Source: an optimization exercise on an open RTL-to-GDS flow (aim: small area, a short achievable clock period and few clock cycles per item). Production flows keep margins and buffers that such runs may drop.
In this exercise RTL edits were held to simulation tests only and were not proved equivalent to the original.

==> inputs of xenon <==
// matvec_top
module matvec_top (
  input  logic                 CLOCK_50,
  input  logic                 KEY,
  input  logic [9:0]           SW,
  output logic [9:0]           LEDR,
  output logic [6:0]           HEX0,
  output logic [6:0]           HEX1,
  output logic [6:0]           HEX2,
  output logic [6:0]           HEX3,
  output logic [6:0]           HEX4,
  output logic [6:0]           HEX5,
  output logic                 mem_rd,
  output logic [31:0]          mem_addr,
  input  logic                 mem_rsp_valid,
  input  logic [63:0]          mem_rsp_data
);
  localparam int S1_W = 40;
  logic [3:0]  cnt;
  logic        vld_q;
  logic [3:0]  tag_q;
  logic [S1_W-1:0] s1_q;
  logic [63:0] b_q;
  logic [7:0][18:0] y_q;
  logic        done;
  assign mem_rd   = KEY && ((cnt == 4'd0) || (mem_rsp_valid && cnt != 4'd9));
  assign mem_addr = {28'd0, cnt};
  always_ff @(posedge CLOCK_50 or negedge KEY) begin
    if (!KEY) begin
      cnt   <= 4'd0;
      vld_q <= 1'b0;
      tag_q <= 4'd0;
      done  <= 1'b0;
    end else begin
      if (mem_rd) cnt <= cnt + 4'd1;
      vld_q <= mem_rsp_valid;
      tag_q <= cnt;
      if (vld_q && tag_q == 4'd9) done <= 1'b1;
    end
  end
  ...
==> flow/config.mk <==
export PLATFORM = sky130hd
export DESIGN_NAME = matvec_top
export DESIGN_NICKNAME = matvec_top
export VERILOG_FILES = /design/flow/design.v
export SDC_FILE = /design/flow/constraint.sdc
export NUM_CORES = 4
export LEC_CHECK = 0
export CAP_MARGIN = 20
export CORE_MARGIN = 2
export CORE_UTILIZATION = 40
export CTS_BUF_LIST = sky130_fd_sc_hd__clkbuf_8
export CTS_CLUSTER_DIAMETER = 80
export CTS_CLUSTER_SIZE = 18
export SETUP_SLACK_MARGIN = 3.5
export SLEW_MARGIN = 20
==> flow/constraint.sdc <==
create_clock -name core_clock -period 10.0 [get_ports {CLOCK_50}]
set_input_delay 2.0000 -clock core_clock [delete_from_list [all_inputs] [get_ports {CLOCK_50}]]
set_output_delay 2.0000 -clock core_clock [all_outputs]
set_load 0.01 [all_outputs]
standard.sh (not shown) runs the stock make flow with config.mk's settings and CLKGATE_MAP_FILE= SYNTH_SCRIPT=/design/flow/synth_recipe.tcl, a recipe that flattens the netlist after the stock synthesis.
==> flow/flow/run.sh <==
#!/bin/bash
# Layout flow: the standard flow, with one step added after synthesis.
# Yosys's full-adder extraction leaves an inverter between many pairs of full
# adders; fixpol.py picks each adder's polarity (a full adder is self-dual) so
# that most of them go, then a combinational equivalence check (flip-flops
# cut) must pass or the netlist is left as synthesis wrote it. Port buffers
# are plain buffers instead of the delay cells the placer picks by default.
# Each tool's output goes to a log of its own in this folder.
set -euo pipefail
W=$(pwd)
R=$W/orfs/results/$FLOW_PLATFORM/matvec_top/base
LIB=$FLOW_HOME/platforms/$FLOW_PLATFORM/lib/sky130_fd_sc_hd__tt_025C_1v80.lib
export BUFFER_PORTS_ARGS="-buffer_cell sky130_fd_sc_hd__buf_2"
# the clock tree without dummy loads
export CTS_ARGS="-sink_clustering_enable -repair_clock_nets -sink_clustering_size 18 -sink_clustering_max_diameter 80 -buf_list sky130_fd_sc_hd__clkbuf_8 -dont_use_dummy_load"

bash standard.sh synth > synth.log 2>&1

cp "$R/1_2_yosys.v" "$W/synth_netlist.v"
if python3 flow/fixpol.py "$W/synth_netlist.v" "$W/fixpol_netlist.v" > fixpol.log 2>&1; then
  mkdir -p "$W/cec"
  python3 flow/cutflops.py "$W/synth_netlist.v" "$W/cec/a.v" >> fixpol.log 2>&1
  python3 flow/cutflops.py "$W/fixpol_netlist.v" "$W/cec/b.v" >> fixpol.log 2>&1
  for x in a b; do
    yosys -q -p "read_liberty -ignore_miss_func $LIB; read_verilog $W/cec/$x.v; hierarchy -top $FLOW_TOP; flatten; techmap; opt_clean; setundef -zero; write_blif $W/cec/$x.blif" > "cec_yosys_$x.log" 2>&1
  done
  yosys-abc -c "cec $W/cec/a.blif $W/cec/b.blif" > cec.log 2>&1 || true
  if grep -q "Networks are equivalent" cec.log; then
    cp "$W/fixpol_netlist.v" "$R/1_2_yosys.v"
    echo "fixpol netlist used" >> fixpol.log
  else
    echo "equivalence not shown: synthesis netlist kept" >> fixpol.log
  fi
fi

bash standard.sh do-1_synth > synth_odb.log 2>&1
bash standard.sh finish > layout.log 2>&1
Other scripts of this flow, unchanged in this note and not shown: flow/flow/cutflops.py, flow/flow/fixpol.py
==> tundra (differences from xenon) <==
==> flow/flow/run.sh (replaced) <==
#!/bin/bash
# Layout flow: the standard flow, with two steps added after synthesis.
# 1. Yosys's full-adder extraction leaves an inverter between many pairs of
#    full adders; fixpol.py picks each adder's polarity (a full adder is
#    self-dual) so that most of them go.
# 2. The display logic (fan-in of the HEX ports back to the flip-flops) is
#    mapped again by ABC on its own, with ORFS's own ABC speed script.
# A combinational equivalence check (flip-flops cut) against synthesis's own
# netlist must pass, or the netlist is left as synthesis wrote it. Flip-flops
# are not touched. Port buffers are plain buffers instead of the delay cells
# the placer picks by default, and the clock tree has no dummy loads.
# Each tool's output goes to a log of its own in this folder.
set -euo pipefail
W=$(pwd)
R=$W/orfs/results/$FLOW_PLATFORM/matvec_top/base
LIB=$FLOW_HOME/platforms/$FLOW_PLATFORM/lib/sky130_fd_sc_hd__tt_025C_1v80.lib
export BUFFER_PORTS_ARGS="-buffer_cell sky130_fd_sc_hd__buf_2"
# the clock tree without dummy loads
export CTS_ARGS="-sink_clustering_enable -repair_clock_nets -sink_clustering_size 18 -sink_clustering_max_diameter 80 -buf_list sky130_fd_sc_hd__clkbuf_8 -dont_use_dummy_load"

bash standard.sh synth > synth.log 2>&1

cp "$R/1_2_yosys.v" "$W/synth_netlist.v"
cp "$W/synth_netlist.v" "$W/new_netlist.v"
python3 flow/fixpol.py "$W/synth_netlist.v" "$W/fixpol_netlist.v" > fixpol.log 2>&1 && cp "$W/fixpol_netlist.v" "$W/new_netlist.v"

# the display logic (the fan-in of the HEX ports back to the flip-flops) mapped again by ABC
python3 flow/cone.py "$W/new_netlist.v" HEX > resyn_cells.txt 2> resyn.log || true
if [[ -s resyn_cells.txt ]]; then
  SEL=$(sed 's/^/c:/' resyn_cells.txt | tr '\n' ' ')
  # the platform's don't-use cells (all lpflow and probe cells) stay out
  DU=$(grep -o 'cell *( *"*sky130_fd_sc_hd__\(lpflow\|probe\)[a-z0-9_]*' "$LIB" | sed 's/.*sky130/sky130/' | sort -u | sed 's/^/-dont_use /' | tr '\n' ' ')
  cat > resyn.ys <<EOS
read_liberty -ignore_miss_func $LIB
read_verilog $W/new_netlist.v
hierarchy -top $FLOW_TOP
cd $FLOW_TOP
setattr -set keep_hierarchy 1 t:*
setattr -unset keep_hierarchy $SEL
cd ..
flatten
delete t:\$scopeinfo
opt_clean -purge
abc -script $FLOW_HOME/scripts/abc_speed.script -liberty $LIB $DU -D 800
opt_clean -purge
write_verilog -noattr -selected $W/resyn_all.v
EOS
  if yosys -q -l resyn_yosys.log resyn.ys > /dev/null 2>&1; then
    python3 -c "import re,sys; s=open(sys.argv[1]).read(); m=re.search(r'module '+sys.argv[3]+r'\(.*?endmodule\n', s, re.S); open(sys.argv[2],'w').write(m.group(0))" "$W/resyn_all.v" "$W/resyn_netlist.v" "$FLOW_TOP" >> resyn.log 2>&1 \
      && ! grep -q "lpflow\|probe" "$W/resyn_netlist.v" && cp "$W/resyn_netlist.v" "$W/new_netlist.v"
  fi
fi

# combinational equivalence with the flip-flops cut, against synthesis's own netlist
mkdir -p "$W/cec"
python3 flow/cutflops.py "$W/synth_netlist.v" "$W/cec/a.v" >> cec.log 2>&1
python3 flow/cutflops.py "$W/new_netlist.v" "$W/cec/b.v" >> cec.log 2>&1
for x in a b; do
  yosys -q -p "read_liberty -ignore_miss_func $LIB; read_verilog $W/cec/$x.v; hierarchy -top $FLOW_TOP; flatten; techmap; opt_clean; setundef -zero; write_blif $W/cec/$x.blif" > "cec_yosys_$x.log" 2>&1
done
yosys-abc -c "cec $W/cec/a.blif $W/cec/b.blif" >> cec.log 2>&1 || true
if grep -q "Networks are equivalent" cec.log; then
  cp "$W/new_netlist.v" "$R/1_2_yosys.v"
  echo "new netlist used" >> cec.log
else
  echo "equivalence not shown: synthesis netlist kept" >> cec.log
fi

bash standard.sh do-1_synth > synth_odb.log 2>&1
bash standard.sh finish > layout.log 2>&1
==> flow/flow/cone.py (new file) <==
#!/usr/bin/env python3
"""List the combinational cells in the fan-in cone of the given output ports of
a flat sky130hd netlist, stopping at flip-flops and input ports.
usage: cone.py NETLIST.v PORTPREFIX... > cells.txt"""
import re, sys
src = open(sys.argv[1]).read()
pref = sys.argv[2:]
insts = re.findall(r'^\s*(sky130_fd_sc_hd__\w+)\s+(\S+)\s*\((.*?)\);', src, re.S | re.M)
OUTS = {'X', 'Y', 'Q', 'Q_N', 'SUM', 'COUT', 'HI', 'LO'}
FF = re.compile(r'sky130_fd_sc_hd__(e?dfx|dfr|dfs|dfbb|sdf|dlx|conb)')
driver, ins = {}, {}
for t, n, body in insts:
    pins = [(p, v.strip()) for p, v in re.findall(r'\.(\w+)\(\s*((?:\\\S+\s)|[^()]*?)\s*\)', body)]
    ins[n] = (t, [v for p, v in pins if p not in OUTS])
    for p, v in pins:
        if p in OUTS:
            driver[v] = n
todo = [n for n in driver if any(n.startswith(x) for x in pref)]
seen = set()
while todo:
    net = todo.pop()
    c = driver.get(net)
    if c is None or c in seen or FF.match(ins[c][0]):
        continue
    seen.add(c)
    todo += ins[c][1]
for c in sorted(seen):
    print(c)
SETUP_SLACK_MARGIN = 3.75   (was 3.5)
==> willow (differences from xenon) <==
SETUP_SLACK_MARGIN = 4.0   (was 3.5)
==> results.txt <==
outcome no timing/DRC/antenna violations; Pre-Repair DR Iteration Count 6; worst slew pin tran between 0.9 and 1 ns; Hold Startpoint cnt[1]; max_slew headroom a little over a third; Syn Inst Count approximately 1800; Non-CTS buffers approximately 140; Placed Area roughly 24000 um2; GPL Wtd Cong approximately 0.91; Seq/total area 30.5%; hold slack final 0.496 ns; Final Cycle Share between 60% and 70%; dpl hpwl between 50000 and 60000 um; CP Data Arrival Time approximately 4.4 ns
The numbers above come from xenon.

==> results.txt <==
outcome no timing/DRC/antenna violations; hold slack final about 0.47 ns; Placed Area between 20000 and 25000 um2; Pre-Repair DR Iteration Count 6; CP Data Arrival Time between 4 and 5 ns; Hold Startpoint cnt[2]; Seq/total area between 20% and 30%; max_slew headroom between 30% and 40%; die span in x approximately 240 um; largest cell class by area multi-input gates; worst slew pin tran between 0.9 and 1 ns
The numbers above come from willow.

==> results.txt <==
outcome no timing/DRC/antenna violations; Hold Startpoint cnt[1]; Non-CTS buffers 132; max_slew headroom about 37%; Final Cycle Share approximately three fifths; GPL Wtd Cong ~0.92; Placed Area between 20000 and 25000 um2; dpl hpwl about 50000 um; Syn Inst Count roughly 1700; CP Data Arrival Time between 4 and 5 ns; worst slew pin tran between 0.9 and 1 ns
The numbers above come from tundra.

Testbench counts of xenon, summed over its fixed seeds: cycles 6,535, items 256.
Testbench counts of tundra, summed over its fixed seeds: cycles 6,535, items 256.
Testbench counts of willow, summed over its fixed seeds: cycles 6,535, items 256.

re-timing with driven ports:
No port has a modelled driver above. Below, the same layouts with a new extraction and two added sets of constraints. Step 1 assumes that a clkbuf_16 drives the clock port and a buf_2 every other input. Step 2 adds t to the input delays and takes it off the output delays; t is the mean of the earliest and latest rising clock arrival at the registers after step 1. Input paths then give back, and output paths get back, about the clock's delay inside the block. a / b / c = no drivers / after step 1 / after step 2; a / b = the first two.
run	t, ns	slack for setup (ns)	slew at the worst register clock pin (ns)
xenon	0.635	3.604 / 3.578 / 3.480	0.11 / 0.11
tundra	0.635	3.854 / 3.825 / 3.477	0.11 / 0.11
willow	0.633	3.785 / 3.708 / 3.520	0.11 / 0.11
After both steps every run listed still meets setup and hold. The setup slack of tundra, which loses most, moves by -0.029 ns with the drivers and by -0.377 ns with both steps.
